Context: an optimization exercise on an open-source flow, tuned for small area, a short achievable clock period and few clock cycles per item. The choices shown serve that exercise and are no tape-out recipe.
RTL that was checked went through simulation tests only; none was proved equivalent to the original.
Function not checked in runs 4 and 5: the RTL went through the layout flow alone.
Power and IR drop assume default switching activity.

File: design/flow/run.sh
#!/bin/bash
# synth_recipe.tcl (not shown) runs the flow's synth.tcl, then flattens the netlist and writes it again
# the make line also repeats each setting of config.mk as NAME=value (left out here)
make -C /OpenROAD-flow-scripts/flow DESIGN_CONFIG=/design/flow/config.mk WORK_HOME=/design/flow/orfs CLKGATE_MAP_FILE= SYNTH_SCRIPT=/design/flow/synth_recipe.tcl finish
File: design/flow/config.mk
export PLATFORM = sky130hd
export DESIGN_NAME = arp_cache_lru_unit
export DESIGN_NICKNAME = arp_cache_lru_unit
export VERILOG_FILES = /design/flow/design.v
export SDC_FILE = /design/flow/constraint.sdc
export NUM_CORES = 4
export LEC_CHECK = 0
export CAP_MARGIN = 20
export CORE_MARGIN = 2
export CORE_UTILIZATION = 40
export SLEW_MARGIN = 20
File: design/flow/constraint.sdc
create_clock -name core_clock -period 5.0 [get_ports {clk}]
set_input_delay 1.0000 -clock core_clock [delete_from_list [all_inputs] [get_ports {clk}]]
set_output_delay 1.0000 -clock core_clock [all_outputs]
set_load 0.01 [all_outputs]
File: design/flow/design.v
`timescale 1ns / 1ps
package acl_pkg;
	localparam int ENTRIES = 16;
	localparam int IDX_W   = 4;
	localparam int IP_W    = 32;
	localparam int MAC_W   = 48;
	localparam int SLOT_W  = 4;
	localparam int CFG_W   = 32;
	localparam logic CFG_OWN_IP = 1'b0;
	localparam logic CFG_MASK   = 1'b1;
	localparam logic CMD_LOOKUP = 1'b0;
	localparam logic CMD_LEARN  = 1'b1;
endpackage
`timescale 1ns / 1ps
module acl_cell (
	input  logic                       clk,
	input  logic                       we,
	input  logic [acl_pkg::IP_W-1:0]   wr_ip,
	input  logic [acl_pkg::MAC_W-1:0]  wr_mac,
	input  logic [acl_pkg::IP_W-1:0]   cmp_ip,
	output logic                       eq,
	output logic [acl_pkg::MAC_W-1:0]  mac
);
	logic [acl_pkg::IP_W-1:0] ip_q;
	logic [acl_pkg::MAC_W-1:0] mac_q;
	always_ff @(posedge clk) begin
		if (we) begin
			ip_q  <= wr_ip;
			mac_q <= wr_mac;
		end
	end
	assign eq  = (ip_q == cmp_ip);
	assign mac = mac_q;
endmodule
`timescale 1ns / 1ps
module arp_cache_lru_unit (
	input  logic              clk,
	input  logic              arst_n,
	input  logic              in_valid,
	output logic              in_stall,
	input  logic              command,
	input  logic [acl_pkg::IP_W-1:0]   ip_addr,
	input  logic [acl_pkg::MAC_W-1:0]  mac_addr,
	output logic              out_valid,
	input  logic              out_stall,
	output logic [acl_pkg::MAC_W-1:0]  found_mac,
	output logic              hit,
	output logic              is_bcast,
	output logic [acl_pkg::SLOT_W-1:0] slot_used,
	input  logic              cfg_we,
	input  logic              cfg_index,
	input  logic [acl_pkg::CFG_W-1:0]  cfg_data
);
	localparam int N     = acl_pkg::ENTRIES;
	localparam int IP_W  = acl_pkg::IP_W;
	localparam int MAC_W = acl_pkg::MAC_W;
	logic [IP_W-1:0]  own_ip_q;
	logic [IP_W-1:0]  mask_q;
	logic             w_vld_q;
	logic             w_cmd_q;
	logic             w_acc_q;
	logic             w_bcast_q;
	logic             w_same_q;
	logic [N-1:0]     w_match_q;
	logic [IP_W-1:0]  w_ip_q;
	logic [MAC_W-1:0] w_mac_q;
	logic [N-1:0]     prev_we_q;
	logic [N-1:0]     used_q;
	logic             newer_q [N][N];
	logic             out_valid_q;
	logic [MAC_W-1:0] found_q;
	logic             hit_q;
	logic             bcast_q;
	logic [3:0]       slot_q;
	logic             stall;
	logic             in_xfer;
	logic [N-1:0]     eq;
	logic [MAC_W-1:0] ent_mac [N];
	logic [N-1:0]     in_match;
	logic             in_bcast;
	logic             in_acc;
	logic [N-1:0]     mf;
	logic             w_hit;
	logic [N-1:0]     first_empty;
	logic [N-1:0]     victim;
	logic [N-1:0]     target;
	logic [N-1:0]     we;
	logic [3:0]       tgt_idx;
	logic [MAC_W-1:0] sel_mac;
	assign stall    = out_valid_q && out_stall;
	assign in_stall = stall;
	assign in_xfer  = in_valid && !stall;
	always_ff @(posedge clk or negedge arst_n) begin
		if (!arst_n) begin
			own_ip_q <= '0;
			mask_q   <= '0;
		end else if (cfg_we) begin
			if (cfg_index == acl_pkg::CFG_MASK) mask_q <= cfg_data;
			else                                own_ip_q <= cfg_data;
		end
	end
	for (genvar g = 0; g < N; g++) begin : g_ent
		acl_cell u_cell (
			.clk    (clk),
			.we     (we[g]),
			.wr_ip  (w_ip_q),
			.wr_mac (w_mac_q),
			.cmp_ip (ip_addr),
			.eq     (eq[g]),
			.mac    (ent_mac[g])
		);
	end
	assign in_match = eq & used_q;
	assign in_bcast = (ip_addr == '1) ||
		((mask_q != '0) && (ip_addr == (own_ip_q | ~mask_q)));
	assign in_acc   = (command == acl_pkg::CMD_LEARN) && (ip_addr != '0) &&
		(mac_addr != '0) && (mac_addr != '1);
	always_ff @(posedge clk or negedge arst_n) begin
		if (!arst_n) begin
			w_vld_q   <= 1'b0;
			prev_we_q <= '0;
		end else if (!stall) begin
			w_vld_q   <= in_xfer;
			prev_we_q <= we;
		end
	end
	always_ff @(posedge clk) begin
		if (in_xfer) begin
			w_cmd_q   <= command;
			w_acc_q   <= in_acc;
			w_bcast_q <= in_bcast;
			w_same_q  <= (ip_addr == w_ip_q);
			w_match_q <= in_match;
			w_ip_q    <= ip_addr;
			w_mac_q   <= mac_addr;
		end
	end
	assign mf    = (w_match_q & ~prev_we_q) | (prev_we_q & {N{w_same_q}});
	assign w_hit = |mf;
	always_comb begin
		for (int i = 0; i < N; i++) begin
			first_empty[i] = !used_q[i] && ((i == 0) || used_q[(i == 0) ? 0 : i-1]);
			victim[i] = 1'b1;
			for (int j = 0; j < N; j++) begin
				if (j > i) victim[i] = victim[i] && !newer_q[i][j];
				if (j < i) victim[i] = victim[i] &&  newer_q[j][i];
			end
		end
	end
	assign target = w_hit ? mf : (used_q[N-1] ? victim : first_empty);
	assign we     = target & {N{w_vld_q && w_acc_q}};
	always_ff @(posedge clk or negedge arst_n) begin
		if (!arst_n) begin
			used_q <= '0;
		end else if (!stall) begin
			used_q <= used_q | we;
		end
	end
	always_ff @(posedge clk) begin
		if (!stall) begin
			for (int i = 0; i < N; i++) begin
				for (int j = i + 1; j < N; j++) begin
					if (we[i])      newer_q[i][j] <= 1'b1;
					else if (we[j]) newer_q[i][j] <= 1'b0;
				end
			end
		end
	end
	always_comb begin
		tgt_idx = '0;
		sel_mac = '0;
		for (int i = 0; i < N; i++) begin
			if (target[i]) tgt_idx = tgt_idx | 4'(i);
			if (mf[i])     sel_mac = sel_mac | ent_mac[i];
		end
	end
	always_ff @(posedge clk or negedge arst_n) begin
		if (!arst_n) begin
			out_valid_q <= 1'b0;
		end else if (!stall) begin
			out_valid_q <= w_vld_q;
		end
	end
	always_ff @(posedge clk) begin
		if (!stall) begin
			if (w_cmd_q == acl_pkg::CMD_LOOKUP) begin
				found_q <= w_bcast_q ? '1 : sel_mac;
				hit_q   <= w_bcast_q || w_hit;
				bcast_q <= w_bcast_q;
				slot_q  <= (w_bcast_q || !w_hit) ? 4'd0 : tgt_idx;
			end else begin
				found_q <= '0;
				hit_q   <= w_acc_q;
				bcast_q <= 1'b0;
				slot_q  <= w_acc_q ? tgt_idx : 4'd0;
			end
		end
	end
	assign out_valid = out_valid_q;
	assign found_mac = found_q;
	assign hit       = hit_q;
	assign is_bcast  = bcast_q;
	assign slot_used = slot_q;
endmodule
==> results of run 1 <==
power by group through the flow:
stage	Combinational, mW	Sequential (mW)	Clock (mW)
2_1_floorplan	1.38	16.6	0
3_3_place_gp	2.73	16.6	0
3_5_place_dp	2.75	16.7	0
4_1_cts	2.75	16.4	12.6
5_1_grt	2.88	16.5	13.1
6_report	2.76	16.4	12.4
metal layers:
| metal | vias to the layer above | track usage | part of all wire |
|---|---|---|---|
| met3 | 310 | 0.0412 | 0.089 |
| met4 | 4 | 0.0651 | 0.026 |
| met2 | 2088 | 0.376 | 0.47 |
| li1 | 15300 | - | - |
| met1 | 19700 | 0.341 | 0.42 |
| met5 | - | 0 | 0.00013 |
stage by stage:
step	total power, mW	instance area (sq um)
6_report	31.6	74200
4_1_cts	31.7	74200
5_1_grt	32.4	74200
3_5_place_dp	19.4	68800
3_3_place_gp	19.4	68800
2_1_floorplan	18.0	63700
worst paths after layout:
check	start	end	slack [ns]	depth (start not counted)
max in group asynchronous	arst_n	used_q[10]	3.57	2
min in group core_clock	own_ip_q[2]	own_ip_q[2]	0.51	1
max reg2reg	w_same_q	g_ent[12].u_cell.ip_q[13]	1.12	7
min reg2reg	own_ip_q[2]	own_ip_q[2]	0.51	1
max	ip_addr[14]	w_match_q[13]	1.04	7
min	arst_n	mask_q[1]	0.38	1
final cells by class:
type                            count  area [sq um]
Clock inverter                     83           857
Tap cell                         2072          2590
Fill cell                       13400         84000
Timing Repair Buffer              328          3080
Inverter                            4          15.0
Clock buffer                      221          4540
Antenna cell                        2          5.00
Sequential cell                  1652         49100
Multi-Input combinational cell   1868         14000
Yosys cell counts, types with 44 or more instances:
cell type	number
a22oi_1	151
nand2_1	175
nor4_1	116
xor2_1	96
dfrtp_1	98
a222oi_1	48
a221oi_1	70
nand4_1	188
nor2_1	57
clkbuf_1	132
xnor2_1	480
edfxtp_1	1554
mux2_2	68
a22o_1	69
nand3_1	62
buf_1	44
registers in the layout, summed over array words and instances, names as in the netlist, 32 cells and up:
name	count
found_q	48
g_ent.u_cell.ip_q	512
mask_q	32
own_ip_q	32
g_ent.u_cell.mac_q	768
newer_q	120
w_ip_q	32
w_mac_q	48
logic make-up (layout without fill, tap and decap cells):
family / count (synthesis) / count (layout)
AOI/OAI and AO/OA: 487 / 487
DFF: 1652 / 1652
xor gates and xnor gates: 576 / 576
and+or+nand+nor: 736 / 736
other: 0 / 2
muxes: 69 / 69
buffers and inverters: 200 / 636
cells in the final DEF (no fill, tap or decap), drive strengths merged, types with 48 or more instances in the layout:
cell type and n:
a22oi 151, mux2 68, edfxtp 1554, nand4 188
a22o 69, xor2 96, nor4 117, a221oi 71
clkbuf 221, buf 178, xnor2 480, nor2 58
nand3 62, clkdlybuf4s50 150, a222oi 48, clkinv 56
nand2 175, dfrtp 98
critical path: stages:
cell	delay, ns
clkdlybuf4s50_1	1.14
buf_4	0.33
xnor2_1	0.13
nand4_1	0.09
nor4_1	0.53
nand4_1	0.38
nor4_1	0.81
==> run summary, run 1 <==
# TYPE chip_impl_metric gauge
chip_impl_metric{name="floorplan.initialDensity",unit=""} 0.402
chip_impl_metric{name="grt_start_max_net_pins",unit=""} 95
chip_impl_info{name="timing.hold.worst.class",value="primary input to asynchronous set/reset pin"} 1
chip_impl_metric{name="final_util",unit=""} 0.469
chip_impl_metric{name="worst_ep_required_time",unit="ns"} 5.47
chip_impl_metric{name="post_drt_antenna_nets",unit=""} 0
chip_impl_info{name="synth_ff_type",value="edfxtp_1"} 1
chip_impl_metric{name="clock_sinks",unit=""} 1652
chip_impl_metric{name="final.setup.worst_slack",unit="ns"} 1.04
chip_impl_metric{name="syn-cell-area",unit="sq um"} 63700
chip_impl_metric{name="clock_insertion_delay_worst_skew",unit="ns"} 0.81
chip_impl_metric{name="core-area",unit="sq um"} 158000
chip_impl_metric{name="clock_tree.buffer_depth",unit=""} 3
chip_impl_metric{name="layout-area-overhead-vs-synth",unit="%"} 16.6
chip_impl_metric{name="fmax",unit="GHz"} 0.253
chip_impl_metric{name="number_of_global_route_vias_before_repair",unit=""} 35700
chip_impl_info{name="ctsRootBufferMaster",value="clkbuf_16"} 1
chip_impl_metric{name="drive_gt1_frac",unit=""} 0.124
chip_impl_metric{name="holdBufCountCts",unit=""} 0
chip_impl_metric{name="netlist.area_leader.share",unit=""} 0.733
chip_impl_info{name="worstSetupEndpointType",value="flop"} 1
chip_impl_metric{name="timing.critical_path.arrival",unit="ns"} 4.43
chip_impl_metric{name="mappedNetlistNets",unit=""} 3839
chip_impl_metric{name="dp_slack",unit="ns"} 0.282
chip_impl_metric{name="fin_skew",unit="ns"} 0.0587
chip_impl_info{name="cts_tree",value="yes"} 1
chip_impl_metric{name="switching_share",unit=""} 0.239
chip_impl_metric{name="comb_power_share",unit=""} 0.088
chip_impl_metric{name="p_clk_frac",unit=""} 0.394
chip_impl_metric{name="fin_tns_setup",unit="ns"} 0
chip_impl_metric{name="postCtsSetupRepairBufs",unit=""} 0
chip_impl_metric{name="antenna_violations_before_repair",unit=""} 10
chip_impl_metric{name="final_max_slew_viol_count",unit=""} 0
chip_impl_info{name="kind_of_launch_point_of_the_worst_setup_path",value="primary input"} 1
chip_impl_metric{name="p_switching",unit="mW"} 7.55
chip_impl_info{name="synth_top_family_by_area",value="XOR/XNOR gates"} 1
chip_impl_metric{name="placement.io_buffers",unit=""} 174
chip_impl_info{name="run_status",value="complete, no violations"} 1
chip_impl_metric{name="timing_hold_violations_final",unit=""} 0
chip_impl_metric{name="floorplan.die.width",unit="um"} 403
chip_impl_metric{name="synth_compound_gate_area_share",unit=""} 0.0611
chip_impl_metric{name="detailedRoute.firstPassIterationCount",unit=""} 6
chip_impl_metric{name="vias_per_std_cell",unit=""} 6.00
chip_impl_metric{name="via_count",unit=""} 37400
chip_impl_metric{name="num_io_pins",unit=""} 175
chip_impl_metric{name="drv.max_cap_violation_count",unit=""} 0
chip_impl_metric{name="synthesis.instances",unit=""} 3720
chip_impl_metric{name="finalWeightedCongestion",unit=""} 0.858
chip_impl_metric{name="post_drt_wl_per_cell",unit="um"} 31.5
chip_impl_metric{name="avgSynthCellArea",unit="sq um"} 17.1
chip_impl_metric{name="synthesized_flop_and_latch_total",unit=""} 1652
chip_impl_metric{name="synthDistinctLibCells",unit=""} 55
chip_impl_metric{name="setup-violations-final",unit=""} 0
chip_impl_metric{name="dp.cells",unit=""} 5923
chip_impl_metric{name="drc_errors",unit=""} 0
chip_impl_metric{name="cts_inserted_buffers",unit=""} 169
chip_impl_info{name="grt_setup_unrepaired",value="false"} 1
chip_impl_metric{name="tightest_slew",unit="ns"} 1.13
chip_impl_metric{name="ys.warnings.count",unit=""} 5
chip_impl_metric{name="synth.area.mux_share",unit=""} 0.0122
chip_impl_info{name="synthTopCellsByArea",value="edfxtp_1 73%, xnor2_1 6.6%, dfrtp_1 3.9%"} 1
chip_impl_metric{name="sequential_share_of_the_synthesized_area",unit=""} 0.771
chip_impl_info{name="synth_largest_area_cell",value="edfxtp_1"} 1
chip_impl_metric{name="synth_enable_flop_cells",unit=""} 1554
chip_impl_metric{name="placement_rows",unit=""} 146
chip_impl_metric{name="post_cts_resize_count",unit=""} 0
chip_impl_metric{name="dp_hpwl",unit="um"} 114000
chip_impl_metric{name="gr_util_all_layers",unit=""} 0.238
chip_impl_metric{name="cts-htree-levels",unit=""} 4
chip_impl_metric{name="p_leak",unit="nW"} 24.1
chip_impl_metric{name="yosys.area_share.simple",unit=""} 0.0636
chip_impl_metric{name="fin_hold_ws",unit="ns"} 0.380
chip_impl_metric{name="design.final.nets",unit=""} 4142
chip_impl_metric{name="grt_pass1_wl",unit="um"} 275000
chip_impl_metric{name="min_period",unit="ns"} 3.96
chip_impl_metric{name="critical_path_peak_fanout",unit=""} 10
chip_impl_info{name="critical_path_start_end_classification",value="primary input to flop"} 1
chip_impl_metric{name="worst_slew_margin_rel",unit=""} 0.229
chip_impl_metric{name="die_h",unit="um"} 403
chip_impl_metric{name="dr.first_iter.drc_count",unit=""} 5038
chip_impl_metric{name="final_min_period_over_clock_period",unit=""} 0.791
chip_impl_metric{name="design.die.area",unit="sq um"} 162000
chip_impl_metric{name="gr_overflow_total",unit=""} 0
chip_impl_metric{name="xor_xnor_fraction_of_synth_area",unit=""} 0.0792
chip_impl_metric{name="seq_power_share",unit=""} 0.519
chip_impl_metric{name="power_per_cell_area",unit="nW/um^2"} 425
chip_impl_metric{name="synth_adder_area_share",unit=""} 0
chip_impl_metric{name="stdcell_count",unit=""} 6230
chip_impl_metric{name="synthArstFlopShare",unit=""} 0.0593
chip_impl_metric{name="highest_ir_drop_seen_on_vdd",unit="mV"} 0.259
chip_impl_metric{name="worst_setup_hold_path_clk_slew",unit="ns"} 0.06
chip_impl_metric{name="route.final.wire_length",unit="um"} 196000
chip_impl_metric{name="cell_internal_pwr",unit="mW"} 24.0
Testbench counts, summed over its fixed seeds: cycles 8,016, items 8,000.
==> run 2, diff against run 1 <==
--- a/design/flow/config.mk
+++ b/design/flow/config.mk
@@ -7,2 +7,3 @@
 export LEC_CHECK = 0
+export ABC_CLOCK_PERIOD_IN_PS = 2000
 export CAP_MARGIN = 20
@@ -10,2 +11,3 @@
 export CORE_UTILIZATION = 40
+export SETUP_SLACK_MARGIN = 3.0
 export SLEW_MARGIN = 20
==> run 2 against run 1 <==
Against the previous run:
- sequential power about the same
- sequential cell count unchanged
- final cell count up 7.3%
- clock power about the same
==> run summary, run 2 <==
# TYPE chip_impl_metric gauge
chip_impl_info{name="crit_path_frequent_cell",value="buf_6"} 1
chip_impl_metric{name="clock_insertion_delay_worst_skew",unit="ns"} 0.84
chip_impl_metric{name="cts-htree-levels",unit=""} 4
chip_impl_metric{name="postLayoutCellArea",unit="sq um"} 84100
chip_impl_metric{name="synthArstFlopShare",unit=""} 0.0593
chip_impl_metric{name="tightest_slew",unit="ns"} 1.06
chip_impl_metric{name="synthDistinctLibCells",unit=""} 55
chip_impl_metric{name="avgSynthCellArea",unit="sq um"} 17.1
chip_impl_metric{name="layout-area-overhead-vs-synth",unit="%"} 32.1
chip_impl_metric{name="worst_slew_margin_rel",unit=""} 0.295
chip_impl_metric{name="largest_register_ff_count",unit=""} 768
chip_impl_info{name="run_status",value="complete, no violations"} 1
chip_impl_metric{name="floorplan.initialDensity",unit=""} 0.402
chip_impl_metric{name="detailedRoute.firstPassIterationCount",unit=""} 9
chip_impl_info{name="critical-path-slowest-cell",value="o41ai_2"} 1
chip_impl_info{name="grt_setup_unrepaired",value="true"} 1
chip_impl_metric{name="drv.max_cap_violation_count",unit=""} 0
chip_impl_metric{name="power_per_cell_area",unit="nW/um^2"} 391
chip_impl_metric{name="dr.first_iter.drc_count",unit=""} 7234
chip_impl_metric{name="design.die.area",unit="sq um"} 162000
chip_impl_metric{name="synth_adder_area_share",unit=""} 0
chip_impl_metric{name="fin_skew",unit="ns"} 0.0649
chip_impl_metric{name="gr_util_all_layers",unit=""} 0.275
chip_impl_metric{name="ys.warnings.count",unit=""} 5
chip_impl_metric{name="drive_gt1_frac",unit=""} 0.258
chip_impl_metric{name="critical_path.max_stage_delay",unit="ns"} 0.45
chip_impl_metric{name="grt_start_max_net_pins",unit=""} 63
chip_impl_metric{name="fmax",unit="GHz"} 0.310
chip_impl_info{name="kind_of_launch_point_of_the_worst_setup_path",value="flop"} 1
chip_impl_metric{name="num_io_pins",unit=""} 175
chip_impl_metric{name="design.final.nets",unit=""} 4588
chip_impl_metric{name="p_leak",unit="nW"} 28.5
chip_impl_metric{name="final_min_period_over_clock_period",unit=""} 0.645
chip_impl_metric{name="drc_errors",unit=""} 0
chip_impl_metric{name="synth.area.mux_share",unit=""} 0.0122
chip_impl_metric{name="clock_sinks",unit=""} 1652
chip_impl_info{name="largest_register",value="g_ent.u_cell.mac_q"} 1
chip_impl_metric{name="worst_ep_required_time",unit="ns"} 5.53
chip_impl_metric{name="via_count",unit=""} 42500
chip_impl_info{name="synthMostInstantiatedCell",value="edfxtp_1"} 1
chip_impl_metric{name="critical_path_peak_fanout",unit=""} 8
chip_impl_metric{name="cts_inserted_buffers",unit=""} 168
chip_impl_metric{name="grt_pass1_wl",unit="um"} 311000
chip_impl_metric{name="min_period",unit="ns"} 3.23
chip_impl_info{name="synthTopCellsByArea",value="edfxtp_1 73%, xnor2_1 6.6%, dfrtp_1 3.9%"} 1
chip_impl_info{name="worstSetupEndpointType",value="flop"} 1
chip_impl_metric{name="yosys.area_share.simple",unit=""} 0.0636
chip_impl_metric{name="clock_tree.buffer_depth",unit=""} 3
chip_impl_metric{name="core-area",unit="sq um"} 158000
chip_impl_metric{name="mappedNetlistNets",unit=""} 3839
chip_impl_info{name="synth_largest_area_cell",value="edfxtp_1"} 1
chip_impl_metric{name="filler_cell_count",unit=""} 12200
chip_impl_metric{name="route.final.wire_length",unit="um"} 248000
chip_impl_metric{name="synth_compound_gate_area_share",unit=""} 0.0611
chip_impl_metric{name="sequential_share_of_the_synthesized_area",unit=""} 0.771
chip_impl_metric{name="antenna_violations_before_repair",unit=""} 10
chip_impl_metric{name="post_drt_wl_per_cell",unit="um"} 37.0
chip_impl_info{name="timing.hold.worst.class",value="primary input to asynchronous set/reset pin"} 1
chip_impl_info{name="final_cell_mix",value="1554 x edfxtp_1, 456 x xnor2_1, 231 x clkbuf_16"} 1
chip_impl_metric{name="die_h",unit="um"} 403
chip_impl_metric{name="synth_enable_flop_cells",unit=""} 1554
chip_impl_metric{name="dp_hpwl",unit="um"} 113000
chip_impl_metric{name="netlist.area_leader.share",unit=""} 0.733
chip_impl_metric{name="syn-cell-area",unit="sq um"} 63700
chip_impl_metric{name="floorplan.die.width",unit="um"} 403
chip_impl_metric{name="vias_per_std_cell",unit=""} 6.36
chip_impl_metric{name="fin_tns_setup",unit="ns"} 0
chip_impl_metric{name="post_dp_cell_area",unit="sq um"} 68900
chip_impl_metric{name="post_drt_antenna_nets",unit=""} 0
chip_impl_metric{name="highest_ir_drop_seen_on_vdd",unit="mV"} 0.295
chip_impl_info{name="synth_common_cells",value="1554 x edfxtp_1, 480 x xnor2_1, 188 x nand4_1"} 1
chip_impl_info{name="leading_cell_type_in_the_layout_fill_and_taps_excluded",value="edfxtp_1"} 1
chip_impl_metric{name="synthesis.instances",unit=""} 3720
chip_impl_metric{name="final_max_slew_viol_count",unit=""} 0
chip_impl_metric{name="gr_overflow_total",unit=""} 0
chip_impl_info{name="ctsRootBufferMaster",value="clkbuf_16"} 1
chip_impl_metric{name="worst_setup_hold_path_clk_slew",unit="ns"} 0.07
chip_impl_info{name="top_regs",value="g_ent.u_cell.mac_q: 768 flops, g_ent.u_cell.ip_q: 512 flops, newer_q: 120 flops"} 1
chip_impl_metric{name="xor_xnor_fraction_of_synth_area",unit=""} 0.0792
chip_impl_info{name="synth_ff_type",value="edfxtp_1"} 1
chip_impl_metric{name="number_of_global_route_vias_before_repair",unit=""} 38900
chip_impl_metric{name="setup-violations-final",unit=""} 0
chip_impl_info{name="critical_path_start_end_classification",value="flop to flop"} 1
chip_impl_metric{name="finalWeightedCongestion",unit=""} 0.863
chip_impl_metric{name="timing_hold_violations_final",unit=""} 0
chip_impl_metric{name="timing.critical_path.arrival",unit="ns"} 3.76
chip_impl_metric{name="synthesized_flop_and_latch_total",unit=""} 1652
chip_impl_info{name="cts_tree",value="yes"} 1
chip_impl_info{name="synth_top_family_by_area",value="XOR/XNOR gates"} 1
chip_impl_info{name="crit_chain",value="o41ai_2 -> nand4_1 -> buf_4 -> nor4_4 -> buf_6 -> buf_6 -> a21oi_4 -> buf_6 -> a2111o_2 -> buf_12 -> nand2_1"} 1
chip_impl_metric{name="placement_rows",unit=""} 146
chip_impl_metric{name="placement.io_buffers",unit=""} 174
run 2: cell counts after synthesis:
Identical to the previous run, type by type.
run 2: path summary, 6_finish.rpt:
check	slack (ns)	depth (start not counted)	end	from
worst min register to register	0.45	0	g_ent[1].u_cell.ip_q[13]	w_ip_q[13]
worst max register to register	1.77	11	newer_q[104]	prev_we_q[9]
min in group core_clock	0.45	0	g_ent[1].u_cell.ip_q[13]	w_ip_q[13]
worst max-delay path	1.77	11	newer_q[104]	prev_we_q[9]
max in group asynchronous	3.58	2	own_ip_q[10]	arst_n
worst min-delay path	0.23	1	own_ip_q[29]	arst_n
run 2: cell type report:
class,instances,area (sq um),area share
Sequential cell,1652,49100,0.584
Multi-Input combinational cell,1879,15500,0.184
Timing Repair Buffer,764,11500,0.137
Clock buffer,207,4430,0.0527
Tap cell,2072,2590,0.0308
Clock inverter,103,911,0.0108
Inverter,4,15.0,0.000179
Antenna cell,6,15.0,0.000179
run 2: critical path: cells and delay by family (launching register included):
kind | cells | cell delay, ns
and+or+nand+nor | 3 | 0.67
AOI/OAI and AO/OA | 3 | 0.94
buffers and inverters | 5 | 0.91
DFF | 1 | 0.40
run 2: cell families after synthesis:
logic type / Yosys count
buffers and inverters: 200
and+or+nand+nor: 736
muxes: 69
AOI/OAI and AO/OA: 487
xor gates and xnor gates: 576
DFF: 1652
run 2: what timing repair did:
item | CTS | global route
pin swaps | 68 | 72
setup buffers | 186 | 90
hold buffers | 0 | 0
cloned | 87 | 85
resized for setup | 750 | 269
setup endpoints to repair | 1769 | 1679
run 2: per-stage QoR:
stage	util	cells	hold slack, ns	power [mW]	setup WS, ns
4_1_cts	0.507	6506	0.208	32.3	2.08
2_1_floorplan	-	3720	0.456	18.0	0.679
6_report	0.531	6687	0.230	32.9	1.77
3_3_place_gp	0.435	5922	0.432	19.4	0.542
3_5_place_dp	0.436	5923	0.436	19.4	0.506
5_1_grt	0.531	6682	0.241	33.5	1.80
run 2: metal layers:
metal | part of all wire | vias to the layer above | global-route usage
met1 | 0.35 | 21700 | 0.374
li1 | - | 16400 | -
met5 | 0.00017 | - | 0
met4 | 0.065 | 6 | 0.117
met3 | 0.14 | 887 | 0.0623
met2 | 0.44 | 3625 | 0.427
run 2: report_power, final:
part | internal, mW | switching [mW] | total (mW) | leakage, nW
Sequential | 16.0 | 0.425 | 16.4 | 15.4
Combinational | 1.63 | 2.42 | 4.05 | 10.5
Clock | 6.94 | 5.48 | 12.4 | 2.62
Total | 24.6 | 8.32 | 32.9 | 28.5
==> run 3, diff against run 2 <==
--- a/design/flow/config.mk
+++ b/design/flow/config.mk
@@ -7,3 +7,3 @@
 export LEC_CHECK = 0
-export ABC_CLOCK_PERIOD_IN_PS = 2000
+export ABC_CLOCK_PERIOD_IN_PS = 2500
 export CAP_MARGIN = 20
@@ -11,3 +11,3 @@
 export CORE_UTILIZATION = 40
-export SETUP_SLACK_MARGIN = 3.0
+export SETUP_SLACK_MARGIN = 2.5
 export SLEW_MARGIN = 20
==> run 3 against run 2 <==
Against the previous run:
- setup slack got worse by 0.055 ns
- area after synthesis unchanged
- sequential share of layout area up 0.51 points
- die area unchanged
==> run summary, run 3 <==
# TYPE chip_impl_metric gauge
chip_impl_metric{name="dr.first_iter.drc_count",unit=""} 7393
chip_impl_metric{name="ys.warnings.count",unit=""} 5
chip_impl_info{name="crit-reg2reg-capture",value="g_ent[6].u_cell.mac_q[39]"} 1
chip_impl_metric{name="fin_skew",unit="ns"} 0.0612
chip_impl_metric{name="gr_util_all_layers",unit=""} 0.272
chip_impl_metric{name="floorplan.initialDensity",unit=""} 0.402
chip_impl_metric{name="placement.io_buffers",unit=""} 174
chip_impl_metric{name="final_util",unit=""} 0.527
chip_impl_info{name="leading_cell_type_in_the_layout_fill_and_taps_excluded",value="edfxtp_1"} 1
chip_impl_info{name="ctsRootBufferMaster",value="clkbuf_16"} 1
chip_impl_metric{name="mappedNetlistNets",unit=""} 3839
chip_impl_metric{name="met2_length",unit="um"} 109000
chip_impl_metric{name="finalWeightedCongestion",unit=""} 0.863
chip_impl_metric{name="number_of_global_route_vias_before_repair",unit=""} 38200
chip_impl_metric{name="fmax",unit="GHz"} 0.305
chip_impl_metric{name="tightest_slew",unit="ns"} 1.22
chip_impl_metric{name="synthArstFlopShare",unit=""} 0.0593
chip_impl_info{name="synthTopCellsByArea",value="edfxtp_1 73%, xnor2_1 6.6%, dfrtp_1 3.9%"} 1
chip_impl_metric{name="route.layer.met1.wl",unit="um"} 86800
chip_impl_metric{name="min_period",unit="ns"} 3.28
chip_impl_metric{name="clock_tree.buffer_depth",unit=""} 3
chip_impl_metric{name="r2r_cells",unit=""} 11
chip_impl_metric{name="fin_hold_ws",unit="ns"} 0.236
chip_impl_metric{name="route.final.wire_length",unit="um"} 249000
chip_impl_info{name="grt_setup_unrepaired",value="true"} 1
chip_impl_metric{name="dp_hpwl",unit="um"} 113000
chip_impl_metric{name="fin_tns_setup",unit="ns"} 0
chip_impl_metric{name="worst_slew_margin_rel",unit=""} 0.190
chip_impl_metric{name="via_count",unit=""} 42600
chip_impl_metric{name="antenna_violations_before_repair",unit=""} 9
chip_impl_metric{name="post_drt_antenna_nets",unit=""} 0
chip_impl_info{name="synth_common_cells",value="1554 x edfxtp_1, 480 x xnor2_1, 188 x nand4_1"} 1
chip_impl_metric{name="setup-violations-final",unit=""} 0
chip_impl_info{name="synth_ff_type",value="edfxtp_1"} 1
chip_impl_metric{name="synth_enable_flop_cells",unit=""} 1554
chip_impl_info{name="worstSetupEndpointType",value="flop"} 1
chip_impl_metric{name="num_io_pins",unit=""} 175
chip_impl_info{name="largest_register",value="g_ent.u_cell.mac_q"} 1
chip_impl_metric{name="largest_register_ff_count",unit=""} 768
chip_impl_metric{name="cts-htree-levels",unit=""} 4
chip_impl_metric{name="timing_hold_violations_final",unit=""} 0
chip_impl_info{name="synthMostInstantiatedCell",value="edfxtp_1"} 1
chip_impl_metric{name="synthesis.instances",unit=""} 3720
chip_impl_metric{name="gr_overflow_total",unit=""} 0
chip_impl_metric{name="layout-area-overhead-vs-synth",unit="%"} 30.9
chip_impl_metric{name="met3RoutedLength",unit="um"} 36400
chip_impl_metric{name="final_min_period_over_clock_period",unit=""} 0.656
chip_impl_info{name="uppermost_layer_routed",value="met5"} 1
chip_impl_info{name="synth_largest_area_cell",value="edfxtp_1"} 1
chip_impl_metric{name="p_leak",unit="nW"} 28.0
chip_impl_metric{name="timing.critical_path.arrival",unit="ns"} 3.81
chip_impl_metric{name="post_drt_wl_per_cell",unit="um"} 37.4
chip_impl_metric{name="die_h",unit="um"} 403
chip_impl_metric{name="dp.cells",unit=""} 5923
chip_impl_metric{name="final_max_slew_viol_count",unit=""} 0
chip_impl_info{name="timing.hold.worst.class",value="primary input to asynchronous set/reset pin"} 1
chip_impl_metric{name="sequential_share_of_the_synthesized_area",unit=""} 0.771
chip_impl_info{name="beginning_of_the_worst_register_to_register_path",value="prev_we_q[2]"} 1
chip_impl_metric{name="floorplan.die.width",unit="um"} 403
chip_impl_info{name="critPathLaunch",value="prev_we_q[2]"} 1
chip_impl_metric{name="grt_start_max_net_pins",unit=""} 63
chip_impl_info{name="run_status",value="complete, no violations"} 1
chip_impl_info{name="kind_of_launch_point_of_the_worst_setup_path",value="flop"} 1
chip_impl_metric{name="synthDistinctLibCells",unit=""} 55
chip_impl_metric{name="detailedRoute.firstPassIterationCount",unit=""} 9
chip_impl_metric{name="avgSynthCellArea",unit="sq um"} 17.1
chip_impl_info{name="final_cell_mix",value="1554 x edfxtp_1, 480 x xnor2_1, 235 x clkbuf_16"} 1
chip_impl_metric{name="netlist.area_leader.share",unit=""} 0.733
chip_impl_metric{name="worst_ep_required_time",unit="ns"} 5.53
chip_impl_metric{name="vias_per_std_cell",unit=""} 6.41
chip_impl_metric{name="design.final.nets",unit=""} 4545
chip_impl_metric{name="drv.max_cap_violation_count",unit=""} 0
chip_impl_metric{name="placement_rows",unit=""} 146
chip_impl_info{name="critical_path_start_end_classification",value="flop to flop"} 1
chip_impl_metric{name="stdcell_count",unit=""} 6643
chip_impl_metric{name="drive_gt1_frac",unit=""} 0.238
chip_impl_metric{name="clock_insertion_delay_worst_skew",unit="ns"} 0.83
chip_impl_metric{name="syn-cell-area",unit="sq um"} 63700
chip_impl_metric{name="design.die.area",unit="sq um"} 162000
chip_impl_metric{name="grt_pass1_wl",unit="um"} 308000
chip_impl_metric{name="clock_sinks",unit=""} 1652
chip_impl_metric{name="highest_ir_drop_seen_on_vdd",unit="mV"} 0.364
chip_impl_info{name="cts_tree",value="yes"} 1
chip_impl_metric{name="drc_errors",unit=""} 0
chip_impl_metric{name="critical_path_peak_fanout",unit=""} 8
chip_impl_metric{name="cts_inserted_buffers",unit=""} 168
chip_impl_metric{name="worst_setup_hold_path_clk_slew",unit="ns"} 0.06
chip_impl_metric{name="core-area",unit="sq um"} 158000
chip_impl_metric{name="totalPowerFinal",unit="mW"} 32.8
chip_impl_metric{name="holdBufCountCts",unit=""} 0
chip_impl_metric{name="synthesized_flop_and_latch_total",unit=""} 1652
chip_impl_metric{name="power_per_cell_area",unit="nW/um^2"} 393
chip_impl_metric{name="ff2ff_setup_slack",unit="ns"} 1.72
chip_impl_info{name="top_regs",value="g_ent.u_cell.mac_q: 768 flops, g_ent.u_cell.ip_q: 512 flops, newer_q: 120 flops"} 1
[run 3: cell counts after synthesis]
Identical to the previous run, type by type.
[run 3: what timing repair did]
action	in CTS	in global routing
gates resized for setup	465	323
cloned	86	93
pin swaps	39	67
endpoints found under the setup margin	1680	1633
buffers inserted	124	101
[run 3: cell type report]
cell class,count,area (sq um)
diodes,5,12.5
clock buffers,207,4430
clock inverters,103,911
fillers,12200,74800
inverters,4,15.0
multi-input cells,1883,15400
flip-flops and latches,1652,49100
well taps,2072,2590
repair buffers,717,10900
[run 3: power breakdown]
part           switching (mW)  leakage (nW)  internal (mW)
registers               0.434          15.4           16.0
clock network            5.44          2.62           6.94
logic                    2.43          9.99           1.57
total                    8.30          28.0           24.5
[run 3: worst max-delay path, stage by stage (launching register included)]
cell and delay, ns:
dfrtp_2 0.52, nand2b_2 0.33, nand4_1 0.28, nor4_4 0.31, buf_6 0.21, buf_6 0.12
a21oi_4 0.07, a211oi_4 0.50, buf_12 0.19, buf_12 0.17, buf_12 0.13, buf_8 0.11
[run 3: how the worst max path moves through the flow]
| stage | to | slack, ns | depth (start not counted) |
|---|---|---|---|
| after floorplan | newer_q[103] | 0.68 | 7 |
| after global placement | w_match_q[13] | 0.54 | 6 |
| after detailed placement | w_match_q[13] | 0.51 | 6 |
| after CTS | found_q[30] | 2.08 | 9 |
| after global routing | g_ent[6].u_cell.ip_q[26] | 1.76 | 10 |
| final | g_ent[6].u_cell.mac_q[39] | 1.72 | 11 |
[run 3: metrics by stage]
stage	setup WS, ns	cell area (sq um)
floorplan	0.679	63800
global placement	0.542	68900
detailed placement	0.506	68900
CTS	2.08	79200
global route	1.76	83300
finish	1.72	83400
[run 3: cell families after synthesis]
family,after synthesis,synth area share
and+or+nand+nor,736,0.0636
buffers and inverters,200,0.0123
AOI/OAI and AO/OA,487,0.0611
muxes,69,0.0122
xor gates and xnor gates,576,0.0792
DFF,1652,0.771
[run 3: per-layer routing]
metal,track usage,vias up
met5,0,-
met4,0.108,8
met3,0.0617,914
met2,0.423,3712
met1,0.372,21700
li1,-,16300
==> run 4, diff against run 3 <==
--- a/design/flow/design.v
+++ b/design/flow/design.v
@@ -67,2 +67,6 @@
 	logic [N-1:0]     prev_we_q;
+	logic             w_hitraw_q;
+	logic             w_mvict_q;
+	logic             prev_any_q;
+	logic             prev_evict_q;
 	logic [N-1:0]     used_q;
@@ -90,4 +94,4 @@
 	assign stall    = out_valid_q && out_stall;
-	assign in_stall = stall;
-	assign in_xfer  = in_valid && !stall;
+	assign in_stall = out_stall;
+	assign in_xfer  = in_valid && !out_stall;
 	always_ff @(posedge clk or negedge arst_n) begin
@@ -119,7 +123,11 @@
 		if (!arst_n) begin
-			w_vld_q   <= 1'b0;
-			prev_we_q <= '0;
+			w_vld_q      <= 1'b0;
+			prev_we_q    <= '0;
+			prev_any_q   <= 1'b0;
+			prev_evict_q <= 1'b0;
 		end else if (!stall) begin
-			w_vld_q   <= in_xfer;
-			prev_we_q <= we;
+			w_vld_q      <= in_xfer;
+			prev_we_q    <= we;
+			prev_any_q   <= w_vld_q && w_acc_q;
+			prev_evict_q <= w_vld_q && w_acc_q && !w_hit && used_q[N-1];
 		end
@@ -133,2 +141,4 @@
 			w_match_q <= in_match;
+			w_hitraw_q <= |in_match;
+			w_mvict_q  <= |(in_match & victim);
 			w_ip_q    <= ip_addr;
@@ -138,3 +148,3 @@
 	assign mf    = (w_match_q & ~prev_we_q) | (prev_we_q & {N{w_same_q}});
-	assign w_hit = |mf;
+	assign w_hit = (w_same_q && prev_any_q) || (w_hitraw_q && !(w_mvict_q && prev_evict_q));
 	always_comb begin
--- a/design/flow/config.mk
+++ b/design/flow/config.mk
@@ -7,3 +7,3 @@
 export LEC_CHECK = 0
-export ABC_CLOCK_PERIOD_IN_PS = 2500
+export ABC_CLOCK_PERIOD_IN_PS = 2200
 export CAP_MARGIN = 20
@@ -11,3 +11,3 @@
 export CORE_UTILIZATION = 40
-export SETUP_SLACK_MARGIN = 2.5
+export SETUP_SLACK_MARGIN = 2.8
 export SLEW_MARGIN = 20
==> run 4 against run 3 <==
Against the previous run:
- clock power increased by 3%
- fmax up 6.2%
- final cell count is 6.7% higher
- setup slack better by 0.19 ns
- global-route usage grew 6.5 points
- critical path depth decreased by 3
- area after synthesis is 0.85% higher
- core utilization rose by 4.4 points
- die area rose by 0.84%
- sequential share of layout area decreased by 5.0 points
- critical path type unchanged
- largest cell class unchanged
- highest routed layer unchanged
==> run summary, run 4 <==
# TYPE chip_impl_metric gauge
chip_impl_metric{name="highest_ir_drop_seen_on_vdd",unit="mV"} 0.397
chip_impl_metric{name="largest_register_ff_count",unit=""} 768
chip_impl_metric{name="clock_tree.buffer_depth",unit=""} 3
chip_impl_metric{name="dp_slack",unit="ns"} 1.10
chip_impl_metric{name="fin_skew",unit="ns"} 0.105
chip_impl_info{name="grt_setup_unrepaired",value="true"} 1
chip_impl_metric{name="antenna_violations_before_repair",unit=""} 40
chip_impl_metric{name="dr.first_iter.drc_count",unit=""} 9856
chip_impl_metric{name="gr_overflow_total",unit=""} 0
chip_impl_metric{name="die_h",unit="um"} 405
chip_impl_info{name="kind_of_launch_point_of_the_worst_setup_path",value="flop"} 1
chip_impl_metric{name="timing.critical_path.arrival",unit="ns"} 3.66
chip_impl_metric{name="num_io_pins",unit=""} 175
chip_impl_metric{name="cts-htree-levels",unit=""} 4
chip_impl_info{name="cts_tree",value="yes"} 1
chip_impl_metric{name="floorplan.initialDensity",unit=""} 0.401
chip_impl_metric{name="drv.max_cap_violation_count",unit=""} 0
chip_impl_info{name="critical-path-slowest-cell",value="dfrtp_2"} 1
chip_impl_metric{name="drive_gt1_frac",unit=""} 0.354
chip_impl_metric{name="clock_sinks",unit=""} 1656
chip_impl_metric{name="worst_setup_hold_path_clk_slew",unit="ns"} 0.07
chip_impl_metric{name="final_max_slew_viol_count",unit=""} 0
chip_impl_metric{name="totalPowerFinal",unit="mW"} 32.2
chip_impl_metric{name="mappedNetlistNets",unit=""} 3905
chip_impl_metric{name="tightest_slew",unit="ns"} 1.11
chip_impl_info{name="worstSetupEndpointType",value="flop"} 1
chip_impl_metric{name="critical_path_peak_fanout",unit=""} 8
chip_impl_metric{name="synthesis.instances",unit=""} 3786
chip_impl_metric{name="worst_slew_margin_rel",unit=""} 0.255
chip_impl_info{name="largest_register",value="g_ent.u_cell.mac_q"} 1
chip_impl_info{name="synthMostInstantiatedCell",value="edfxtp_1"} 1
chip_impl_info{name="run_status",value="complete, no violations"} 1
chip_impl_metric{name="dp_hpwl",unit="um"} 116000
chip_impl_metric{name="placement_rows",unit=""} 147
chip_impl_info{name="crit_chain",value="mux2_8 -> buf_12 -> buf_4 -> buf_8 -> a222oi_1 -> nand3_1 -> a2111oi_2 -> nor2_1"} 1
chip_impl_metric{name="drc_errors",unit=""} 0
chip_impl_metric{name="setup-violations-final",unit=""} 0
chip_impl_info{name="synthTopCellsByArea",value="edfxtp_1 73%, xnor2_1 6.3%, dfrtp_1 3.9%"} 1
chip_impl_metric{name="placement.io_buffers",unit=""} 174
chip_impl_metric{name="final.setup.worst_slack",unit="ns"} 1.91
chip_impl_info{name="synth_common_cells",value="1556 x edfxtp_1, 465 x xnor2_1, 228 x a22oi_1"} 1
chip_impl_metric{name="fmax",unit="GHz"} 0.324
chip_impl_metric{name="layout-area-overhead-vs-synth",unit="%"} 42.3
chip_impl_metric{name="netlist.area_leader.share",unit=""} 0.728
chip_impl_metric{name="ys.warnings.count",unit=""} 5
chip_impl_metric{name="sequential_share_of_the_synthesized_area",unit=""} 0.767
chip_impl_info{name="synth_largest_area_cell",value="edfxtp_1"} 1
chip_impl_metric{name="timing_hold_violations_final",unit=""} 0
chip_impl_metric{name="synthArstFlopShare",unit=""} 0.0604
chip_impl_info{name="ctsRootBufferMaster",value="clkbuf_16"} 1
chip_impl_metric{name="design.die.area",unit="sq um"} 164000
chip_impl_info{name="critical_path_start_end_classification",value="flop to flop"} 1
chip_impl_metric{name="detailedRoute.firstPassIterationCount",unit=""} 10
chip_impl_metric{name="synthesized_flop_and_latch_total",unit=""} 1656
chip_impl_metric{name="core-area",unit="sq um"} 160000
chip_impl_metric{name="p_leak",unit="nW"} 31.3
chip_impl_info{name="synth_ff_type",value="edfxtp_1"} 1
chip_impl_metric{name="finalWeightedCongestion",unit=""} 0.925
chip_impl_metric{name="power_per_cell_area",unit="nW/um^2"} 352
chip_impl_metric{name="clock_insertion_delay_worst_skew",unit="ns"} 0.90
chip_impl_metric{name="route.final.wire_length",unit="um"} 308000
chip_impl_metric{name="fin_hold_ws",unit="ns"} 0.260
chip_impl_metric{name="vias_per_std_cell",unit=""} 6.81
chip_impl_metric{name="cts_inserted_buffers",unit=""} 170
chip_impl_metric{name="floorplan.die.width",unit="um"} 405
chip_impl_info{name="timing.hold.worst.class",value="primary input to asynchronous set/reset pin"} 1
chip_impl_info{name="top_regs",value="g_ent.u_cell.mac_q: 768 flops, g_ent.u_cell.ip_q: 512 flops, newer_q: 120 flops"} 1
chip_impl_metric{name="fin_tns_setup",unit="ns"} 0
chip_impl_metric{name="post_drt_wl_per_cell",unit="um"} 43.5
chip_impl_metric{name="worst_ep_required_time",unit="ns"} 5.57
chip_impl_metric{name="final_min_period_over_clock_period",unit=""} 0.618
chip_impl_info{name="leading_cell_type_in_the_layout_fill_and_taps_excluded",value="edfxtp_1"} 1
chip_impl_info{name="final_cell_mix",value="1556 x edfxtp_1, 462 x xnor2_1, 259 x buf_4"} 1
chip_impl_metric{name="avgSynthCellArea",unit="sq um"} 17.0
chip_impl_metric{name="design.final.nets",unit=""} 4973
chip_impl_metric{name="grt_pass1_wl",unit="um"} 373000
chip_impl_metric{name="number_of_global_route_vias_before_repair",unit=""} 43700
chip_impl_metric{name="min_period",unit="ns"} 3.09
chip_impl_metric{name="post_drt_antenna_nets",unit=""} 0
chip_impl_metric{name="synth_enable_flop_cells",unit=""} 1556
chip_impl_metric{name="via_count",unit=""} 48300
chip_impl_metric{name="synthDistinctLibCells",unit=""} 61
chip_impl_metric{name="gr_util_all_layers",unit=""} 0.337
chip_impl_metric{name="critical_path.max_stage_delay",unit="ns"} 0.82
chip_impl_metric{name="grt_start_max_net_pins",unit=""} 67
chip_impl_metric{name="syn-cell-area",unit="sq um"} 64200
chip_impl_metric{name="filler_cell_count",unit=""} 11300
## run 4: cell types whose count changed after synthesis, sizes merged, moves of 17 or more
cell     change
a221oi      -38
nand3       +45
a21oi       -28
buf         +34
nor3        +22
a22o        -34
a31oi       -24
nand4       -17
clkbuf      -34
a2111oi     +19
a22oi       +77
nor2        +29
## run 4: cells by family (layout without fill, tap and decap cells)
logic type | count (synthesis) | count (layout) | synth area share
other cells | 0 | 20 | 0
flops | 1656 | 1656 | 0.767
simple gates | 823 | 839 | 0.0694
compound gates | 445 | 445 | 0.0561
mux | 84 | 101 | 0.0147
xor+xnor | 558 | 558 | 0.0761
buf+inv | 220 | 1383 | 0.0170
## run 4: area by class of cell
cell class	instances	area, sq um	share of cell area
clock buffers	226	4510	0.0494
repair inverters	1	7.51	0.0000822
flip-flops and latches	1656	49200	0.539
diodes	20	50.0	0.000548
clock inverters	74	850	0.00930
repair buffers	1062	16300	0.179
multi-input cells	1943	17600	0.193
well taps	2086	2610	0.0286
inverters	20	80.1	0.000877
## run 4: metrics by stage
step            util  cells  area [sq um]
2_1_floorplan      -   3786         64400
3_3_place_gp   0.432   5995         69100
3_5_place_dp   0.432   5995         69100
4_1_cts        0.544   6868         87100
5_1_grt        0.571   7073         91300
6_report       0.571   7088         91300
## run 4: path summary, 6_finish.rpt
check	cells after the start	end	slack [ns]	startpoint
max	8	found_q[31]	1.91	prev_we_q[13]
max in group asynchronous	2	prev_we_q[13]	3.49	arst_n
min in group core_clock	0	g_ent[5].u_cell.ip_q[24]	0.47	w_ip_q[24]
min reg2reg	0	g_ent[5].u_cell.ip_q[24]	0.47	w_ip_q[24]
min	1	own_ip_q[28]	0.26	arst_n
max reg2reg	8	found_q[31]	1.91	prev_we_q[13]
## run 4: worst max-delay path, delay by kind of cell (launching register included)
kind	cells	cell delay, ns
multiplexers	1	0.54
buffers and inverters	3	0.45
AO/OA/AOI/OAI	2	0.69
flip-flops	1	0.82
AND/OR/NAND/NOR	2	0.32
## run 4: power breakdown
part / internal, mW / total (mW) / switching [mW]
clock network: 6.79 / 12.8 / 5.98
logic: 1.35 / 3.31 / 1.96
registers: 15.7 / 16.1 / 0.396
## run 4: what timing repair did
item | CTS | global route
gates resized for setup | 1221 | 413
hold buffers | 0 | 0
pin swaps | 226 | 208
endpoints found under the setup margin | 1760 | 1672
buffers inserted | 377 | 162
cloned | 196 | 38
## run 4: metal layers
layer | vias up | share of wire | global-route usage
li1 | 17200 | - | -
met1 | 23600 | 0.30 | 0.408
met2 | 5494 | 0.41 | 0.487
met3 | 2004 | 0.18 | 0.129
met4 | 32 | 0.11 | 0.255
met5 | - | 0.00096 | 0.00654
==> run 5, diff against run 4 <==
--- a/design/flow/config.mk
+++ b/design/flow/config.mk
@@ -7,3 +7,3 @@
 export LEC_CHECK = 0
-export ABC_CLOCK_PERIOD_IN_PS = 2200
+export ABC_AREA = 1
 export CAP_MARGIN = 20
==> run 5 against run 4 <==
Against the previous run:
- still clean on timing, DRC and antenna
- sequential power hardly changed
- setup slack improved by 0.42 ns
- combinational power decreased by 6.0%
- sequential share of layout area grew 0.36 points
- first-iteration DRC count decreased by 10%
- critical endpoint is now found_mac[38]
- highest routed layer unchanged
==> run summary, run 5 <==
# TYPE chip_impl_metric gauge
chip_impl_metric{name="synth_adder_area_share",unit=""} 0
chip_impl_info{name="grt_setup_unrepaired",value="true"} 1
chip_impl_metric{name="timing.critical_path.arrival",unit="ns"} 1.67
chip_impl_metric{name="cts-htree-levels",unit=""} 4
chip_impl_metric{name="drv.max_cap_violation_count",unit=""} 0
chip_impl_info{name="timing.hold.worst.class",value="primary input to asynchronous set/reset pin"} 1
chip_impl_metric{name="via_count",unit=""} 52500
chip_impl_metric{name="r2r_cells",unit=""} 12
chip_impl_info{name="final_cell_mix",value="1556 x edfxtp_1, 1467 x nand2_1, 400 x inv_1"} 1
chip_impl_metric{name="timing_hold_violations_final",unit=""} 0
chip_impl_info{name="crit_family",value="flip-flops"} 1
chip_impl_metric{name="dr.first_iter.drc_count",unit=""} 8824
chip_impl_metric{name="filler_cell_count",unit=""} 13200
chip_impl_metric{name="die_h",unit="um"} 415
chip_impl_metric{name="synthesized_flop_and_latch_total",unit=""} 1656
chip_impl_info{name="crit_chain",value="buf_2"} 1
chip_impl_metric{name="gr_overflow_total",unit=""} 0
chip_impl_metric{name="largest_register_ff_count",unit=""} 768
chip_impl_metric{name="fin_hold_ws",unit="ns"} 0.214
chip_impl_metric{name="gr_util_all_layers",unit=""} 0.290
chip_impl_metric{name="yosys.area_share.simple",unit=""} 0.145
chip_impl_metric{name="num_io_pins",unit=""} 175
chip_impl_metric{name="fin_tns_setup",unit="ns"} 0
chip_impl_metric{name="floorplan.die.width",unit="um"} 415
chip_impl_metric{name="tightest_slew",unit="ns"} 0.907
chip_impl_metric{name="drive_gt1_frac",unit=""} 0.241
chip_impl_metric{name="synthDistinctLibCells",unit=""} 51
chip_impl_metric{name="post_drt_wl_per_cell",unit="um"} 32.7
chip_impl_metric{name="clock_tree.buffer_depth",unit=""} 3
chip_impl_info{name="largest_register",value="g_ent.u_cell.mac_q"} 1
chip_impl_metric{name="worst_slew_margin_rel",unit=""} 0.395
chip_impl_metric{name="final_max_slew_viol_count",unit=""} 0
chip_impl_metric{name="clock_insertion_delay_worst_skew",unit="ns"} 0.85
chip_impl_metric{name="final_util",unit=""} 0.541
chip_impl_metric{name="finalWeightedCongestion",unit=""} 0.938
chip_impl_metric{name="synth.area.mux_share",unit=""} 0
chip_impl_metric{name="detailedRoute.firstPassIterationCount",unit=""} 9
chip_impl_info{name="worstSetupEndpointType",value="output port"} 1
chip_impl_metric{name="design.final.nets",unit=""} 6555
chip_impl_info{name="synth_top_family_by_area",value="simple AND/OR/NAND/NOR gates"} 1
chip_impl_metric{name="worst_setup_hold_path_clk_slew",unit="ns"} 0.06
chip_impl_metric{name="grt_start_max_net_pins",unit=""} 65
chip_impl_info{name="crit-reg2reg-capture",value="g_ent[7].u_cell.mac_q[33]"} 1
chip_impl_metric{name="highest_ir_drop_seen_on_vdd",unit="mV"} 0.372
chip_impl_info{name="synth_largest_area_cell",value="edfxtp_1"} 1
chip_impl_metric{name="clock_sinks",unit=""} 1656
chip_impl_metric{name="syn-cell-area",unit="sq um"} 67600
chip_impl_metric{name="fmax",unit="GHz"} 0.375
chip_impl_metric{name="final_min_period_over_clock_period",unit=""} 0.533
chip_impl_info{name="synth_common_cells",value="1619 x nand2_1, 1556 x edfxtp_1, 448 x inv_1"} 1
chip_impl_info{name="cts_tree",value="yes"} 1
chip_impl_metric{name="synthesis.instances",unit=""} 5578
chip_impl_metric{name="number_of_global_route_vias_before_repair",unit=""} 46200
chip_impl_metric{name="antenna_violations_before_repair",unit=""} 16
chip_impl_metric{name="layout-area-overhead-vs-synth",unit="%"} 34.1
chip_impl_info{name="synthMostInstantiatedCell",value="nand2_1"} 1
chip_impl_metric{name="setup-violations-final",unit=""} 0
chip_impl_metric{name="ys.warnings.count",unit=""} 5
chip_impl_metric{name="fin_skew",unit="ns"} 0.0853
chip_impl_metric{name="post_drt_antenna_nets",unit=""} 0
chip_impl_metric{name="xor_xnor_fraction_of_synth_area",unit=""} 0.0236
chip_impl_metric{name="cts_inserted_buffers",unit=""} 171
chip_impl_metric{name="critical_path_peak_fanout",unit=""} 1
chip_impl_metric{name="critical_path.max_stage_delay",unit="ns"} 0.61
chip_impl_metric{name="placement_rows",unit=""} 150
chip_impl_metric{name="p_leak",unit="nW"} 34.7
chip_impl_metric{name="placement.io_buffers",unit=""} 174
chip_impl_metric{name="synth_enable_flop_cells",unit=""} 1556
chip_impl_info{name="critical-path-slowest-cell",value="edfxtp_1"} 1
chip_impl_metric{name="mappedNetlistNets",unit=""} 5697
chip_impl_metric{name="power_per_cell_area",unit="nW/um^2"} 351
chip_impl_info{name="run_status",value="complete, no violations"} 1
chip_impl_metric{name="worst_ep_required_time",unit="ns"} 4.00
chip_impl_metric{name="ff2ff_setup_slack",unit="ns"} 2.41
chip_impl_metric{name="route.final.wire_length",unit="um"} 287000
chip_impl_metric{name="grt_pass1_wl",unit="um"} 352000
chip_impl_metric{name="worst-path-buf-inv",unit=""} 1
chip_impl_metric{name="floorplan.initialDensity",unit=""} 0.403
chip_impl_metric{name="design.die.area",unit="sq um"} 172000
chip_impl_info{name="ctsRootBufferMaster",value="clkbuf_16"} 1
chip_impl_metric{name="min_period",unit="ns"} 2.67
chip_impl_metric{name="synth_compound_gate_area_share",unit=""} 0.0582
chip_impl_info{name="synthTopCellsByArea",value="edfxtp_1 69%, nand2_1 9.0%, dfrtp_1 3.7%"} 1
chip_impl_info{name="top_regs",value="g_ent.u_cell.mac_q: 768 flops, g_ent.u_cell.ip_q: 512 flops, newer_q: 120 flops"} 1
chip_impl_metric{name="vias_per_std_cell",unit=""} 5.98
chip_impl_metric{name="synthArstFlopShare",unit=""} 0.0604
chip_impl_metric{name="netlist.area_leader.share",unit=""} 0.691
chip_impl_info{name="kind_of_launch_point_of_the_worst_setup_path",value="flop"} 1
chip_impl_metric{name="dp_hpwl",unit="um"} 132000
chip_impl_metric{name="sequential_share_of_the_synthesized_area",unit=""} 0.728
chip_impl_metric{name="core-area",unit="sq um"} 168000
chip_impl_info{name="beginning_of_the_worst_register_to_register_path",value="newer_q[125]"} 1
chip_impl_info{name="synth_ff_type",value="edfxtp_1"} 1
chip_impl_metric{name="drc_errors",unit=""} 0
chip_impl_info{name="critical_path_start_end_classification",value="flop to output port"} 1
chip_impl_info{name="leading_cell_type_in_the_layout_fill_and_taps_excluded",value="edfxtp_1"} 1
chip_impl_metric{name="avgSynthCellArea",unit="sq um"} 12.1
-- run 5: stage by stage --
| stage | total power, mW | instances | cell area [sq um] | worst slack, ns |
|---|---|---|---|---|
| after floorplan | 17.1 | 5578 | 67800 | 1.76 |
| after global placement | 18.2 | 7882 | 72300 | 0.757 |
| after detailed placement | 18.2 | 7882 | 72300 | 0.756 |
| after CTS | 31.2 | 8506 | 84600 | 2.38 |
| after global routing | 32.4 | 8775 | 90700 | 2.37 |
| final | 31.8 | 8784 | 90700 | 2.33 |
-- run 5: power breakdown --
group	internal (mW)	switching (mW)	leakage (nW)
combinational	1.13	1.98	16.6
sequential	15.6	0.291	15.4
clock	7.04	5.77	2.65
total	23.8	8.04	34.7
-- run 5: final cells by class --
cell class                 instances  area (sq um)  share of cell area
antenna                           11          27.5            0.000304
clock buffer                     222          4480              0.0494
clock inverter                    84          1060              0.0117
inverter                         472          2130              0.0235
multi-input combinational       3249         18100               0.199
sequential                      1656         49200               0.543
tap                             2204          2760              0.0304
timing repair buffer             873         12800               0.141
timing repair inverter            13           138             0.00152
-- run 5: worst max-delay path by stage --
| stage | from | to | depth (start not counted) | slack (ns) |
|---|---|---|---|---|
| after floorplan | newer_q[70] | newer_q[36] | 10 | 1.76 |
| after global placement | ip_addr[31] | w_hitraw_q | 13 | 0.76 |
| after detailed placement | ip_addr[31] | w_hitraw_q | 14 | 0.76 |
| after CTS | found_q[43] | found_mac[43] | 1 | 2.38 |
| after global routing | found_q[38] | found_mac[38] | 1 | 2.37 |
| final | found_q[38] | found_mac[38] | 1 | 2.33 |
-- run 5: logic make-up after synthesis --
| group | count (synthesis) |
|---|---|
| simple gates | 2418 |
| flops | 1656 |
| buf+inv | 690 |
| compound gates | 632 |
| xor+xnor | 182 |
-- run 5: repair_timing --
item                                    4_1_cts  5_1_grt
hold buffers                                  0        0
endpoints found under the hold margin         0        0
gates cloned                                 86      107
endpoints found under the setup margin     1724     1528
gates resized for setup                     986      562
setup buffers                               232      158
pin swaps                                   111      166
-- run 5: metal layers --
metal | track usage | routed length [um]
met1 | 0.372 | 95200
met2 | 0.450 | 123000
met3 | 0.0700 | 43500
met4 | 0.165 | 25000
met5 | 0 | 157
-- run 5: worst register-to-register path, delay by kind of cell, from the launching register on --
family | cells | cell delay, ns
simple gates | 7 | 1.11
flops | 1 | 0.41
buf+inv | 4 | 0.60
compound gates | 1 | 0.12

-- static timing again, ports no longer ideal --
The results above use ideal ports. As a check the final layouts listed here were re-extracted and re-timed, cells and wires unchanged. Step 1 assumes that a clkbuf_16 drives the clock port and a buf_2 every other input. Step 2 times the ports against the registers' clock, not the clock port: input delays grow and output delays shrink by t, the midpoint of the rising clock arrivals with the driver on. Three values: ideal ports, drivers, drivers and shift; two values: the first two.
| run | t, ns | setup slack, ns | worst setup path at the end | latest minus earliest clock arrival (ns) | slew at the worst register clock pin (ns) |
|---|---|---|---|---|---|
| run 1 | 0.861 | 1.044 / 1.101 / 0.240 | input to register | 0.059 / 0.059 | 0.07 / 0.07 |
| run 2 | 0.889 | 1.774 / 1.774 / 1.707 | input to register | 0.065 / 0.065 | 0.08 / 0.08 |
| run 3 | 0.885 | 1.719 / 1.719 / 1.585 | input to register | 0.061 / 0.061 | 0.07 / 0.07 |
| run 4 | 0.926 | 1.910 / 1.910 / 1.055 | input to register | 0.109 / 0.109 | 0.10 / 0.10 |
| run 5 | 0.897 | 2.335 / 2.254 / 1.574 | input to register | 0.097 / 0.097 | 0.08 / 0.08 |
After both steps setup and hold are still met in every run listed. For run 4, which loses most, drivers alone change the setup slack by 0.000 ns; drivers and shift together by -0.855 ns.
